Background: an optimization exercise with open tools, aiming at small area, a short achievable clock period and few clock cycles. Do not read the settings as production practice. RTL that was checked went through simulation tests only; none was proved equivalent to the original. Power is estimated from default activity; no workload was simulated.

==> try-raven <==
==> flow/design.v <==
package tanimoto_pkg;
    typedef logic [32-1:0]    vec_t;
    typedef logic [6-1:0]    cnt_t;
    typedef logic [7-1:0]    thr_t;
    typedef logic [8-1:0]     qid_t;
    typedef logic [2-1:0] ref_idx_t;
    typedef logic [4-1:0]     mask_t;
    typedef logic [4-1:0] credit_t;
    typedef struct packed {
        logic valid;
        vec_t vec;
        cnt_t cnt;
        qid_t id;
    } query_t;
    typedef struct packed {
        logic  valid;
        qid_t  id;
        mask_t mask;
    } hit_t;
    typedef struct packed {
        qid_t     query_id;
        ref_idx_t ref_idx;
    } id_pair_t;
    typedef struct packed {
        logic en;
        cnt_t addr;
        thr_t data;
    } thr_wr_t;
endpackage
`timescale 1ns/1ps
module tanimoto_top (
    input  logic        clk,
    input  logic        rstn,
    input  logic        i_vec_valid,
    input  logic [31:0] i_vec,
    input  logic [13:0] i_thr_wr,
    input  logic        i_out_credit,
    output logic [9:0]  o_pair,
    output logic        o_pair_valid,
    output logic        o_in_credit
);
    localparam int K  = 10;          
    localparam int PW = $clog2(K);   
    function automatic integer ubits(input integer c);
        ubits = (c <= 1) ? 6 : (c <= 17) ? 5 : (c <= 25) ? 4 : (c <= 29) ? 3 : (c <= 31) ? 2 : 1;
    endfunction
    logic [8:0] wd;           
    logic [7:0] wh;           
    logic [5:0] wu;
    logic       wen;
    logic [5:0] waddr, wdata;
    assign wd = {2'b00, i_thr_wr[6:0]} + 9'd1 - {2'b00, i_thr_wr[12:7], 1'b0};
    assign wh = {1'b0, i_thr_wr[6:0]} - 8'd32 - {2'b00, i_thr_wr[12:7]};
    assign wu = wd[8] ? 6'd0 : !wh[7] ? 6'd33 - i_thr_wr[12:7] : wd[5:0];
    logic wall;
    always_ff @(posedge clk) begin
        wall  <= ~rstn;
        wen   <= rstn & i_thr_wr[13];
        waddr <= i_thr_wr[12:7];
        wdata <= rstn ? wu : 6'd0;
    end
    logic [5:0] thr [33];
    always_ff @(posedge clk) begin
        for (int e = 0; e < 33; e++) begin
            if (wall || (wen && waddr == 6'(e)))
                thr[e] <= (wdata | ((e == 0) ? 6'(wall) : 6'd0)) & 6'((1 << ubits(e)) - 1);
        end
    end
    logic [2:0]  nload;       
    logic        ld0;
    logic [31:0] ref_v [4];
    logic [5:0]  ref_a [4];
    assign ld0 = ~nload[2];
    always_ff @(posedge clk) begin
        if (!rstn) nload <= '0;
        else if (i_vec_valid && ld0) nload <= nload + 3'd1;
    end
    always_ff @(posedge clk) begin
        for (int r = 0; r < 4; r++)
            if (rstn && i_vec_valid && ld0 && nload[1:0] == 2'(r)) ref_v[r] <= i_vec;
    end
    function automatic [2:0] pc4(input [3:0] x);
        logic s, c, h;
        s = x[0] ^ x[1] ^ x[2];
        c = (x[0] & x[1]) | (x[0] & x[2]) | (x[1] & x[2]);
        h = s & x[3];
        pc4 = {c & h, c ^ h, s ^ x[3]};
    endfunction
    function automatic [3:0] pc8(input [7:0] x);
        pc8 = 4'(pc4(x[3:0])) + 4'(pc4(x[7:4]));
    endfunction
    logic        v1, ld1;
    logic [1:0]  idx1;
    logic [3:0][3:0] pb1;
    logic [3:0][3:0][3:0] pc1;
    always_ff @(posedge clk) begin
        v1   <= rstn & i_vec_valid & ~ld0;
        ld1  <= rstn & i_vec_valid & ld0;
        idx1 <= nload[1:0];
        for (int g = 0; g < 4; g++) begin
            pb1[g] <= pc8(i_vec[g*8 +: 8]);
            for (int r = 0; r < 4; r++) pc1[r][g] <= pc8(i_vec[g*8 +: 8] & ref_v[r][g*8 +: 8]);
        end
    end
    function automatic [9:0] csa4(input [3:0] p0, input [3:0] p1, input [3:0] p2, input [3:0] p3);
        logic [4:0] s1, k1, s2, k2, a, b, d;
        a  = {1'b0, p0};
        b  = {1'b0, p1};
        d  = {1'b0, p2};
        s1 = a ^ b ^ d;
        k1 = ((a & b) | (a & d) | (b & d)) << 1;
        a  = {1'b0, p3};
        s2 = s1 ^ k1 ^ a;
        k2 = (s1 & k1) | (s1 & a) | (k1 & a);
        csa4 = {k2, s2};
    endfunction
    logic        v2, ld2;
    logic [1:0]  idx2;
    logic [9:0]  bsk2;
    logic [3:0][9:0] csk2;
    always_ff @(posedge clk) begin
        v2   <= rstn & v1;
        ld2  <= rstn & ld1;
        idx2 <= idx1;
        bsk2 <= csa4(pb1[0], pb1[1], pb1[2], pb1[3]);
        for (int r = 0; r < 4; r++) csk2[r] <= csa4(pc1[r][0], pc1[r][1], pc1[r][2], pc1[r][3]);
    end
    logic        v2b, ld2b;
    logic [1:0]  idx2b;
    logic [5:0]  b2;
    logic [3:0][5:3] c2;
    logic [3:0][7:0] lo2;
    always_ff @(posedge clk) begin
        v2b   <= rstn & v2;
        ld2b  <= rstn & ld2;
        idx2b <= idx2;
        b2    <= 6'(bsk2[4:0]) + {bsk2[9:5], 1'b0};
        for (int r = 0; r < 4; r++) begin
            logic [5:0] c;
            c = 6'(csk2[r][4:0]) + {csk2[r][9:5], 1'b0};
            c2[r]  <= c[5:3];
            lo2[r] <= 8'd1 << c[2:0];
        end
    end
    always_ff @(posedge clk) begin
        for (int r = 0; r < 4; r++)
            if (ld2b && idx2b == 2'(r)) ref_a[r] <= b2;
    end
    logic        v3;
    logic [3:0][5:0] u3, x3;
    always_ff @(posedge clk) begin
        v3 <= rstn & v2b;
        for (int r = 0; r < 4; r++) begin
            logic [5:0] u;
            logic [4:0] hi;
            logic [2:0] cl;
            hi = 5'd1 << c2[r];
            u = '0;
            for (int e = 0; e < 33; e++)
                u = u | ((lo2[r][e % 8] && hi[e / 8]) ? thr[e] : 6'd0);
            u3[r] <= u;
            cl = {lo2[r][4] | lo2[r][5] | lo2[r][6] | lo2[r][7],
                  lo2[r][2] | lo2[r][3] | lo2[r][6] | lo2[r][7],
                  lo2[r][1] | lo2[r][3] | lo2[r][5] | lo2[r][7]};
            x3[r] <= ref_a[r] + b2 - {c2[r][4:3], cl, 1'b0};
        end
    end
    logic [3:0]   ring [K];
    logic [K-1:0] nz;
    logic [K-1:0] wp;
    always_ff @(posedge clk) begin
        for (int i = 0; i < K; i++) begin
            if (v3 && wp[i]) begin
                for (int r = 0; r < 4; r++) ring[i][r] <= x3[r] < u3[r];
                nz[i] <= (x3[0] < u3[0]) | (x3[1] < u3[1]) | (x3[2] < u3[2]) | (x3[3] < u3[3]);
            end
        end
    end
    logic [7:0]   rid, hd_id;
    logic [K-1:0] rp;
    logic [PW:0]  cnt;
    logic [3:0]   hd, e0, e1;
    logic         nz0, nz1;
    logic [3:0]   ocred;
    logic [1:0]   sel;
    logic         av0, av1, send, last, hfree, load0, load1, skip0, skip1, take1, take2;
    always_comb begin
        e0 = '0; e1 = '0; nz0 = 1'b0; nz1 = 1'b0;
        for (int i = 0; i < K; i++) begin
            e0  = e0  | (rp[i] ? ring[i] : 4'd0);
            e1  = e1  | (rp[i] ? ring[(i + 1) % K] : 4'd0);
            nz0 = nz0 | (rp[i] & nz[i]);
            nz1 = nz1 | (rp[i] & nz[(i + 1) % K]);
        end
    end
    assign av0   = cnt != '0;
    assign av1   = cnt[PW:1] != '0;
    always_comb begin
        sel = 2'd0;
        for (int i = 3; i >= 0; i--) if (hd[i]) sel = 2'(i);
    end
    logic hz, hs, ocnz;
    logic [3:0] hd_n;
    assign send  = hz && ocnz;
    assign last  = hs;
    assign hfree = !hz || (send && hs);
    assign hd_n  = load0 ? e0 : load1 ? e1 : (send ? (hd & ~(4'd1 << sel)) : hd);
    assign skip0 = av0 && !nz0;
    assign load0 = av0 && nz0 && hfree;
    assign skip1 = skip0 && av1 && !nz1;
    assign load1 = skip0 && av1 && nz1 && hfree;
    assign take2 = skip1 | load1;
    assign take1 = (skip0 | load0) & ~take2;
    always_ff @(posedge clk) begin
        if (!rstn) begin
            wp    <= K'(1);
            rp    <= K'(1);
            cnt   <= '0;
            rid   <= '0;
            hd    <= '0;
            hz    <= 1'b0;
            hs    <= 1'b1;
            ocred <= '0;
            ocnz  <= 1'b0;
            o_pair_valid <= 1'b0;
        end else begin
            if (v3) wp <= {wp[K-2:0], wp[K-1]};
            if (take1) rp <= {rp[K-2:0], rp[K-1]};
            else if (take2) rp <= {rp[K-3:0], rp[K-1:K-2]};
            cnt   <= take2 ? cnt + (PW+1)'(v3) - (PW+1)'(2) :
                     take1 ? cnt + (PW+1)'(v3) - (PW+1)'(1) : cnt + (PW+1)'(v3);
            rid   <= take2 ? rid + 8'd2 : take1 ? rid + 8'd1 : rid;
            hd    <= hd_n;
            hz    <= hd_n != 4'd0;
            hs    <= (hd_n & (hd_n - 4'd1)) == 4'd0;
            ocred <= ocred + 4'(i_out_credit) - 4'(send);
            ocnz  <= i_out_credit || (ocred > 4'd1) || (ocred == 4'd1 && !send);
            o_pair_valid <= send;
        end
        if (load0) hd_id <= rid;
        else if (load1) hd_id <= rid + 8'd1;
        o_pair <= {hd_id, sel};
    end
    logic [2:0]  owed;
    logic [PW:0] free, fr0, fr1;
    logic [1:0]  rel;
    logic        ret;
    assign ret = ((owed != 3'd0) || v1) && (free != '0);
    assign fr0 = free + (PW+1)'(rel);
    assign fr1 = free + (PW+1)'(rel) - (PW+1)'(1);
    always_ff @(posedge clk) begin
        if (!rstn) begin
            owed <= '0;
            free <= (PW+1)'(K - 4);
            rel  <= '0;
            o_in_credit <= 1'b0;
        end else begin
            case ({v1, ret})
                2'b10:   owed <= owed + 3'd1;
                2'b01:   owed <= owed - 3'd1;
                default: owed <= owed;
            endcase
            rel  <= 2'(skip0) + 2'(skip1) + 2'(send & last);
            free <= ret ? fr1 : fr0;
            o_in_credit <= ret;
        end
    end
endmodule
==> flow/run.sh <==
#!/bin/bash
# synth_recipe.tcl (not shown) runs the flow's synth.tcl, then flattens the netlist and writes it again
# the make line also repeats each setting of config.mk as NAME=value (left out here)
make -C /OpenROAD-flow-scripts/flow DESIGN_CONFIG=/design/flow/config.mk WORK_HOME=/design/flow/orfs CLKGATE_MAP_FILE= SYNTH_SCRIPT=/design/flow/synth_recipe.tcl finish
==> flow/config.mk <==
export PLATFORM = sky130hd
export DESIGN_NAME = tanimoto_top
export DESIGN_NICKNAME = tanimoto_top
export VERILOG_FILES = /design/flow/design.v
export SDC_FILE = /design/flow/constraint.sdc
export NUM_CORES = 4
export LEC_CHECK = 0
export ABC_CLOCK_PERIOD_IN_PS = 2000
export CAP_MARGIN = 20
export CORE_MARGIN = 2
export CORE_UTILIZATION = 35
export CTS_BUF_LIST = sky130_fd_sc_hd__clkbuf_8
export CTS_CLUSTER_SIZE = 30
export PLACE_DENSITY = 0.6
export SETUP_SLACK_MARGIN = 1.9
export SLEW_MARGIN = 20
==> flow/constraint.sdc <==
create_clock -name core_clock -period 4.0 [get_ports {clk}]
set_input_delay 0.8000 -clock core_clock [delete_from_list [all_inputs] [get_ports {clk}]]
set_output_delay 0.8000 -clock core_clock [all_outputs]
set_load 0.01 [all_outputs]
==> inputs of try-sierra, as changes to try-raven <==
--- a/flow/design.v
+++ b/flow/design.v
@@ -67,26 +67,32 @@
         end
     end
-    logic [2:0]  nload;       
+    logic [3:0]  lsel;
     logic        ld0;
+    logic [1:0]  lidx;
     logic [31:0] ref_v [4];
     logic [5:0]  ref_a [4];
-    assign ld0 = ~nload[2];
-    always_ff @(posedge clk) begin
-        if (!rstn) nload <= '0;
-        else if (i_vec_valid && ld0) nload <= nload + 3'd1;
+    assign ld0  = lsel != 4'd0;
+    assign lidx = {lsel[2] | lsel[3], lsel[1] | lsel[3]};
+    always_ff @(posedge clk) begin
+        if (!rstn) lsel <= 4'd1;
+        else if (i_vec_valid) lsel <= {lsel[2:0], 1'b0};
     end
     always_ff @(posedge clk) begin
         for (int r = 0; r < 4; r++)
-            if (rstn && i_vec_valid && ld0 && nload[1:0] == 2'(r)) ref_v[r] <= i_vec;
-    end
-    function automatic [2:0] pc4(input [3:0] x);
-        logic s, c, h;
-        s = x[0] ^ x[1] ^ x[2];
-        c = (x[0] & x[1]) | (x[0] & x[2]) | (x[1] & x[2]);
-        h = s & x[3];
-        pc4 = {c & h, c ^ h, s ^ x[3]};
-    endfunction
+            if (i_vec_valid && lsel[r]) ref_v[r] <= i_vec;
+    end
     function automatic [3:0] pc8(input [7:0] x);
-        pc8 = 4'(pc4(x[3:0])) + 4'(pc4(x[7:4]));
+        logic s1, c1, s2, c2, s3, c3, c4, s5, c5, c6;
+        s1 = x[0] ^ x[1] ^ x[2];
+        c1 = (x[0] & x[1]) | (x[0] & x[2]) | (x[1] & x[2]);
+        s2 = x[3] ^ x[4] ^ x[5];
+        c2 = (x[3] & x[4]) | (x[3] & x[5]) | (x[4] & x[5]);
+        s3 = s1 ^ s2 ^ x[6];
+        c3 = (s1 & s2) | (s1 & x[6]) | (s2 & x[6]);
+        c4 = s3 & x[7];
+        s5 = c1 ^ c2 ^ c3;
+        c5 = (c1 & c2) | (c1 & c3) | (c2 & c3);
+        c6 = s5 & c4;
+        pc8 = {c5 & c6, c5 ^ c6, s5 ^ c4, s3 ^ x[7]};
     endfunction
     logic        v1, ld1;
@@ -97,5 +103,5 @@
         v1   <= rstn & i_vec_valid & ~ld0;
         ld1  <= rstn & i_vec_valid & ld0;
-        idx1 <= nload[1:0];
+        idx1 <= lidx;
         for (int g = 0; g < 4; g++) begin
             pb1[g] <= pc8(i_vec[g*8 +: 8]);
@@ -129,5 +135,5 @@
     logic [1:0]  idx2b;
     logic [5:0]  b2;
-    logic [3:0][5:3] c2;
+    logic [3:0][4:0] hi2;
     logic [3:0][7:0] lo2;
     always_ff @(posedge clk) begin
@@ -139,5 +145,5 @@
             logic [5:0] c;
             c = 6'(csk2[r][4:0]) + {csk2[r][9:5], 1'b0};
-            c2[r]  <= c[5:3];
+            hi2[r] <= 5'd1 << c[5:3];
             lo2[r] <= 8'd1 << c[2:0];
         end
@@ -153,15 +159,15 @@
         for (int r = 0; r < 4; r++) begin
             logic [5:0] u;
-            logic [4:0] hi;
             logic [2:0] cl;
-            hi = 5'd1 << c2[r];
+            logic [1:0] ch;
             u = '0;
             for (int e = 0; e < 33; e++)
-                u = u | ((lo2[r][e % 8] && hi[e / 8]) ? thr[e] : 6'd0);
+                u = u | ((lo2[r][e % 8] && hi2[r][e / 8]) ? thr[e] : 6'd0);
             u3[r] <= u;
             cl = {lo2[r][4] | lo2[r][5] | lo2[r][6] | lo2[r][7],
                   lo2[r][2] | lo2[r][3] | lo2[r][6] | lo2[r][7],
                   lo2[r][1] | lo2[r][3] | lo2[r][5] | lo2[r][7]};
-            x3[r] <= ref_a[r] + b2 - {c2[r][4:3], cl, 1'b0};
+            ch = {hi2[r][2] | hi2[r][3], hi2[r][1] | hi2[r][3]};
+            x3[r] <= ref_a[r] + b2 - {ch, cl, 1'b0};
         end
     end
--- a/flow/config.mk
+++ b/flow/config.mk
@@ -9,8 +9,8 @@
 export CAP_MARGIN = 20
 export CORE_MARGIN = 2
-export CORE_UTILIZATION = 35
+export CORE_UTILIZATION = 30
 export CTS_BUF_LIST = sky130_fd_sc_hd__clkbuf_8
 export CTS_CLUSTER_SIZE = 30
-export PLACE_DENSITY = 0.6
-export SETUP_SLACK_MARGIN = 1.9
+export PLACE_DENSITY = 0.55
+export SETUP_SLACK_MARGIN = 1.65
 export SLEW_MARGIN = 20
==> inputs of try-yarrow, as changes to try-raven <==
--- a/flow/design.v
+++ b/flow/design.v
@@ -53,30 +53,34 @@
     assign wh = {1'b0, i_thr_wr[6:0]} - 8'd32 - {2'b00, i_thr_wr[12:7]};
     assign wu = wd[8] ? 6'd0 : !wh[7] ? 6'd33 - i_thr_wr[12:7] : wd[5:0];
-    logic wall;
-    always_ff @(posedge clk) begin
-        wall  <= ~rstn;
+    always_ff @(posedge clk) begin
         wen   <= rstn & i_thr_wr[13];
         waddr <= i_thr_wr[12:7];
-        wdata <= rstn ? wu : 6'd0;
+        wdata <= wu;
     end
     logic [5:0] thr [33];
     always_ff @(posedge clk) begin
         for (int e = 0; e < 33; e++) begin
-            if (wall || (wen && waddr == 6'(e)))
-                thr[e] <= (wdata | ((e == 0) ? 6'(wall) : 6'd0)) & 6'((1 << ubits(e)) - 1);
-        end
-    end
+            if (!rstn) thr[e] <= (e == 0) ? 6'd1 : 6'd0;
+            else if (wen && waddr == 6'(e)) thr[e] <= wdata & 6'((1 << ubits(e)) - 1);
+        end
+    end
+    logic        v0;
+    logic [31:0] q0;
     logic [2:0]  nload;       
     logic        ld0;
     logic [31:0] ref_v [4];
     logic [5:0]  ref_a [4];
+    always_ff @(posedge clk) begin
+        q0 <= i_vec;
+        v0 <= rstn & i_vec_valid;
+    end
     assign ld0 = ~nload[2];
     always_ff @(posedge clk) begin
         if (!rstn) nload <= '0;
-        else if (i_vec_valid && ld0) nload <= nload + 3'd1;
+        else if (v0 && ld0) nload <= nload + 3'd1;
     end
     always_ff @(posedge clk) begin
         for (int r = 0; r < 4; r++)
-            if (rstn && i_vec_valid && ld0 && nload[1:0] == 2'(r)) ref_v[r] <= i_vec;
+            if (v0 && ld0 && nload[1:0] == 2'(r)) ref_v[r] <= q0;
     end
     function automatic [2:0] pc4(input [3:0] x);
@@ -95,13 +99,13 @@
     logic [3:0][3:0][3:0] pc1;
     always_ff @(posedge clk) begin
-        v1   <= rstn & i_vec_valid & ~ld0;
-        ld1  <= rstn & i_vec_valid & ld0;
+        v1   <= rstn & v0 & ~ld0;
+        ld1  <= rstn & v0 & ld0;
         idx1 <= nload[1:0];
         for (int g = 0; g < 4; g++) begin
-            pb1[g] <= pc8(i_vec[g*8 +: 8]);
-            for (int r = 0; r < 4; r++) pc1[r][g] <= pc8(i_vec[g*8 +: 8] & ref_v[r][g*8 +: 8]);
-        end
-    end
-    function automatic [9:0] csa4(input [3:0] p0, input [3:0] p1, input [3:0] p2, input [3:0] p3);
+            pb1[g] <= pc8(q0[g*8 +: 8]);
+            for (int r = 0; r < 4; r++) pc1[r][g] <= pc8(q0[g*8 +: 8] & ref_v[r][g*8 +: 8]);
+        end
+    end
+    function automatic [5:0] add4(input [3:0] p0, input [3:0] p1, input [3:0] p2, input [3:0] p3);
         logic [4:0] s1, k1, s2, k2, a, b, d;
         a  = {1'b0, p0};
@@ -112,32 +116,21 @@
         a  = {1'b0, p3};
         s2 = s1 ^ k1 ^ a;
-        k2 = (s1 & k1) | (s1 & a) | (k1 & a);
-        csa4 = {k2, s2};
+        k2 = ((s1 & k1) | (s1 & a) | (k1 & a)) << 1;
+        add4 = 6'(s2) + 6'(k2);
     endfunction
     logic        v2, ld2;
     logic [1:0]  idx2;
-    logic [9:0]  bsk2;
-    logic [3:0][9:0] csk2;
+    logic [5:0]  b2;
+    logic [3:0][5:0] c2;
+    logic [3:0][7:0] lo2;
     always_ff @(posedge clk) begin
         v2   <= rstn & v1;
         ld2  <= rstn & ld1;
         idx2 <= idx1;
-        bsk2 <= csa4(pb1[0], pb1[1], pb1[2], pb1[3]);
-        for (int r = 0; r < 4; r++) csk2[r] <= csa4(pc1[r][0], pc1[r][1], pc1[r][2], pc1[r][3]);
-    end
-    logic        v2b, ld2b;
-    logic [1:0]  idx2b;
-    logic [5:0]  b2;
-    logic [3:0][5:3] c2;
-    logic [3:0][7:0] lo2;
-    always_ff @(posedge clk) begin
-        v2b   <= rstn & v2;
-        ld2b  <= rstn & ld2;
-        idx2b <= idx2;
-        b2    <= 6'(bsk2[4:0]) + {bsk2[9:5], 1'b0};
+        b2   <= add4(pb1[0], pb1[1], pb1[2], pb1[3]);
         for (int r = 0; r < 4; r++) begin
             logic [5:0] c;
-            c = 6'(csk2[r][4:0]) + {csk2[r][9:5], 1'b0};
-            c2[r]  <= c[5:3];
+            c = add4(pc1[r][0], pc1[r][1], pc1[r][2], pc1[r][3]);
+            c2[r]  <= c;
             lo2[r] <= 8'd1 << c[2:0];
         end
@@ -145,23 +138,19 @@
     always_ff @(posedge clk) begin
         for (int r = 0; r < 4; r++)
-            if (ld2b && idx2b == 2'(r)) ref_a[r] <= b2;
+            if (ld2 && idx2 == 2'(r)) ref_a[r] <= b2;
     end
     logic        v3;
     logic [3:0][5:0] u3, x3;
     always_ff @(posedge clk) begin
-        v3 <= rstn & v2b;
+        v3 <= rstn & v2;
         for (int r = 0; r < 4; r++) begin
             logic [5:0] u;
             logic [4:0] hi;
-            logic [2:0] cl;
-            hi = 5'd1 << c2[r];
+            hi = 5'd1 << c2[r][5:3];
             u = '0;
             for (int e = 0; e < 33; e++)
                 u = u | ((lo2[r][e % 8] && hi[e / 8]) ? thr[e] : 6'd0);
             u3[r] <= u;
-            cl = {lo2[r][4] | lo2[r][5] | lo2[r][6] | lo2[r][7],
-                  lo2[r][2] | lo2[r][3] | lo2[r][6] | lo2[r][7],
-                  lo2[r][1] | lo2[r][3] | lo2[r][5] | lo2[r][7]};
-            x3[r] <= ref_a[r] + b2 - {c2[r][4:3], cl, 1'b0};
+            x3[r] <= ref_a[r] + b2 - {c2[r][4:0], 1'b0};
         end
     end
@@ -200,10 +189,7 @@
         for (int i = 3; i >= 0; i--) if (hd[i]) sel = 2'(i);
     end
-    logic hz, hs, ocnz;
-    logic [3:0] hd_n;
-    assign send  = hz && ocnz;
-    assign last  = hs;
-    assign hfree = !hz || (send && hs);
-    assign hd_n  = load0 ? e0 : load1 ? e1 : (send ? (hd & ~(4'd1 << sel)) : hd);
+    assign send  = (hd != 4'd0) && (ocred != 4'd0);
+    assign last  = (hd & (hd - 4'd1)) == 4'd0;
+    assign hfree = (hd == 4'd0) || (send && last);
     assign skip0 = av0 && !nz0;
     assign load0 = av0 && nz0 && hfree;
@@ -219,8 +205,5 @@
             rid   <= '0;
             hd    <= '0;
-            hz    <= 1'b0;
-            hs    <= 1'b1;
             ocred <= '0;
-            ocnz  <= 1'b0;
             o_pair_valid <= 1'b0;
         end else begin
@@ -231,9 +214,6 @@
                      take1 ? cnt + (PW+1)'(v3) - (PW+1)'(1) : cnt + (PW+1)'(v3);
             rid   <= take2 ? rid + 8'd2 : take1 ? rid + 8'd1 : rid;
-            hd    <= hd_n;
-            hz    <= hd_n != 4'd0;
-            hs    <= (hd_n & (hd_n - 4'd1)) == 4'd0;
+            hd    <= load0 ? e0 : load1 ? e1 : (send ? (hd & ~(4'd1 << sel)) : hd);
             ocred <= ocred + 4'(i_out_credit) - 4'(send);
-            ocnz  <= i_out_credit || (ocred > 4'd1) || (ocred == 4'd1 && !send);
             o_pair_valid <= send;
         end
==> flow/config.mk (replaced) <==
export PLATFORM = sky130hd
export DESIGN_NAME = tanimoto_top
export DESIGN_NICKNAME = tanimoto_top
export VERILOG_FILES = /design/flow/design.v
export SDC_FILE = /design/flow/constraint.sdc
export NUM_CORES = 4
export LEC_CHECK = 0
export ABC_AREA = 1
export CAP_MARGIN = 20
export CORE_MARGIN = 2
export CORE_UTILIZATION = 30
export CTS_BUF_LIST = sky130_fd_sc_hd__clkbuf_8
export CTS_CLUSTER_SIZE = 30
export PLACE_DENSITY = 0.55
export SETUP_SLACK_MARGIN = 1.3
export SLEW_MARGIN = 20
==> inputs of try-onyx, as changes to try-raven <==
--- a/flow/design.v
+++ b/flow/design.v
@@ -67,26 +67,32 @@
         end
     end
-    logic [2:0]  nload;       
+    logic [3:0]  lsel;
     logic        ld0;
+    logic [1:0]  lidx;
     logic [31:0] ref_v [4];
     logic [5:0]  ref_a [4];
-    assign ld0 = ~nload[2];
-    always_ff @(posedge clk) begin
-        if (!rstn) nload <= '0;
-        else if (i_vec_valid && ld0) nload <= nload + 3'd1;
+    assign ld0  = lsel != 4'd0;
+    assign lidx = {lsel[2] | lsel[3], lsel[1] | lsel[3]};
+    always_ff @(posedge clk) begin
+        if (!rstn) lsel <= 4'd1;
+        else if (i_vec_valid) lsel <= {lsel[2:0], 1'b0};
     end
     always_ff @(posedge clk) begin
         for (int r = 0; r < 4; r++)
-            if (rstn && i_vec_valid && ld0 && nload[1:0] == 2'(r)) ref_v[r] <= i_vec;
-    end
-    function automatic [2:0] pc4(input [3:0] x);
-        logic s, c, h;
-        s = x[0] ^ x[1] ^ x[2];
-        c = (x[0] & x[1]) | (x[0] & x[2]) | (x[1] & x[2]);
-        h = s & x[3];
-        pc4 = {c & h, c ^ h, s ^ x[3]};
-    endfunction
+            if (i_vec_valid && lsel[r]) ref_v[r] <= i_vec;
+    end
     function automatic [3:0] pc8(input [7:0] x);
-        pc8 = 4'(pc4(x[3:0])) + 4'(pc4(x[7:4]));
+        logic s1, c1, s2, c2, s3, c3, c4, s5, c5, c6;
+        s1 = x[0] ^ x[1] ^ x[2];
+        c1 = (x[0] & x[1]) | (x[0] & x[2]) | (x[1] & x[2]);
+        s2 = x[3] ^ x[4] ^ x[5];
+        c2 = (x[3] & x[4]) | (x[3] & x[5]) | (x[4] & x[5]);
+        s3 = s1 ^ s2 ^ x[6];
+        c3 = (s1 & s2) | (s1 & x[6]) | (s2 & x[6]);
+        c4 = s3 & x[7];
+        s5 = c1 ^ c2 ^ c3;
+        c5 = (c1 & c2) | (c1 & c3) | (c2 & c3);
+        c6 = s5 & c4;
+        pc8 = {c5 & c6, c5 ^ c6, s5 ^ c4, s3 ^ x[7]};
     endfunction
     logic        v1, ld1;
@@ -97,5 +103,5 @@
         v1   <= rstn & i_vec_valid & ~ld0;
         ld1  <= rstn & i_vec_valid & ld0;
-        idx1 <= nload[1:0];
+        idx1 <= lidx;
         for (int g = 0; g < 4; g++) begin
             pb1[g] <= pc8(i_vec[g*8 +: 8]);
@@ -129,5 +135,5 @@
     logic [1:0]  idx2b;
     logic [5:0]  b2;
-    logic [3:0][5:3] c2;
+    logic [3:0][4:0] hi2;
     logic [3:0][7:0] lo2;
     always_ff @(posedge clk) begin
@@ -139,5 +145,5 @@
             logic [5:0] c;
             c = 6'(csk2[r][4:0]) + {csk2[r][9:5], 1'b0};
-            c2[r]  <= c[5:3];
+            hi2[r] <= 5'd1 << c[5:3];
             lo2[r] <= 8'd1 << c[2:0];
         end
@@ -153,15 +159,15 @@
         for (int r = 0; r < 4; r++) begin
             logic [5:0] u;
-            logic [4:0] hi;
             logic [2:0] cl;
-            hi = 5'd1 << c2[r];
+            logic [1:0] ch;
             u = '0;
             for (int e = 0; e < 33; e++)
-                u = u | ((lo2[r][e % 8] && hi[e / 8]) ? thr[e] : 6'd0);
+                u = u | ((lo2[r][e % 8] && hi2[r][e / 8]) ? thr[e] : 6'd0);
             u3[r] <= u;
             cl = {lo2[r][4] | lo2[r][5] | lo2[r][6] | lo2[r][7],
                   lo2[r][2] | lo2[r][3] | lo2[r][6] | lo2[r][7],
                   lo2[r][1] | lo2[r][3] | lo2[r][5] | lo2[r][7]};
-            x3[r] <= ref_a[r] + b2 - {c2[r][4:3], cl, 1'b0};
+            ch = {hi2[r][2] | hi2[r][3], hi2[r][1] | hi2[r][3]};
+            x3[r] <= ref_a[r] + b2 - {ch, cl, 1'b0};
         end
     end
--- a/flow/config.mk
+++ b/flow/config.mk
@@ -9,8 +9,8 @@
 export CAP_MARGIN = 20
 export CORE_MARGIN = 2
-export CORE_UTILIZATION = 35
+export CORE_UTILIZATION = 30
 export CTS_BUF_LIST = sky130_fd_sc_hd__clkbuf_8
 export CTS_CLUSTER_SIZE = 30
-export PLACE_DENSITY = 0.6
-export SETUP_SLACK_MARGIN = 1.9
+export PLACE_DENSITY = 0.55
+export SETUP_SLACK_MARGIN = 1.75
 export SLEW_MARGIN = 20
==> notes.md <==
status=complete, no violations; vias in the first global route=between 20k and 25k; Initial Utilization=0.351; Yosys top cell by area=edfxtp_1; CP Capture Point=cnt[4]$_SDFF_PN0_; initial antenna violation count=2; WP data arrival=2960 ps; Clock Power Share=0.242; Buf/Inv on CP=1
# the run above: try-raven

==> notes.md <==
status=complete, no violations; Yosys top cell by area=edfxtp_1; vias in the first global route=between 20k and 25k; Buf/Inv on CP=2; initial antenna violation count=3
# the run above: try-sierra

==> notes.md <==
sequential portion of the cell area=0.462; CP Capture Point=pc1[38]$_DFF_P_; status=complete, no violations; routing usage on met3=0.0506; Yosys top cell by area=edfxtp_1; Initial Utilization=0.301; initial antenna violation count=2; WP data arrival=about 3000 ps; r2r setup slk=roughly 1600 ps; Clock Power Share=0.238
# the run above: try-onyx

==> notes.md <==
initial antenna violation count=5; Initial Utilization=0.303; vias in the first global route=about 26k; WP data arrival=roughly 3300 ps; status=complete, no violations; Buf/Inv on CP=1; CP Capture Point=u3[20]$_DFF_P_; RSZ-0062 raised after global routing=yes; FF+latch area=~15000 sq um; Yosys top cell by area=dfxtp_1
# the run above: try-yarrow

Testbench counts of try-raven, summed over its fixed seeds: cycles 3,204.
Testbench counts of try-sierra, summed over its fixed seeds: cycles 3,204.
Testbench counts of try-onyx, summed over its fixed seeds: cycles 3,204.
The RTL of try-yarrow was laid out without a check of its function.

-- afterwards: timing with drivers on the ports --
The flow's constraints put no driver on any port. The routed layouts listed below were extracted and timed again, unchanged, in two steps.
Step 1: set_driving_cell puts a clkbuf_16 on clk and a buf_2 on each other input, an assumption about the parent block.
Step 2 moves the port delays by t, midway between the first and last clock arrival at a register: inputs arrive t later, outputs are due t later. That takes back most of the time a late clock gives input paths.
Slacks: no drivers / after step 1 / after step 2; pairs: no drivers / after step 1.
run | t (ns) | setup WS [ns] | clock arrival spread, ns
try-raven | 0.825 | 1.708 / 1.708 / 0.933 | 0.052 / 0.052
try-sierra | 0.791 | 1.614 / 1.614 / 0.882 | 0.059 / 0.059
try-yarrow | 0.842 | 1.328 / 1.328 / 0.962 | 0.061 / 0.061
try-onyx | 0.786 | 1.634 / 1.634 / 0.947 | 0.034 / 0.035
After both steps every run listed still meets setup and hold. For try-raven, which loses most, drivers alone change the setup slack by 0.000 ns; drivers and shift together by -0.775 ns.
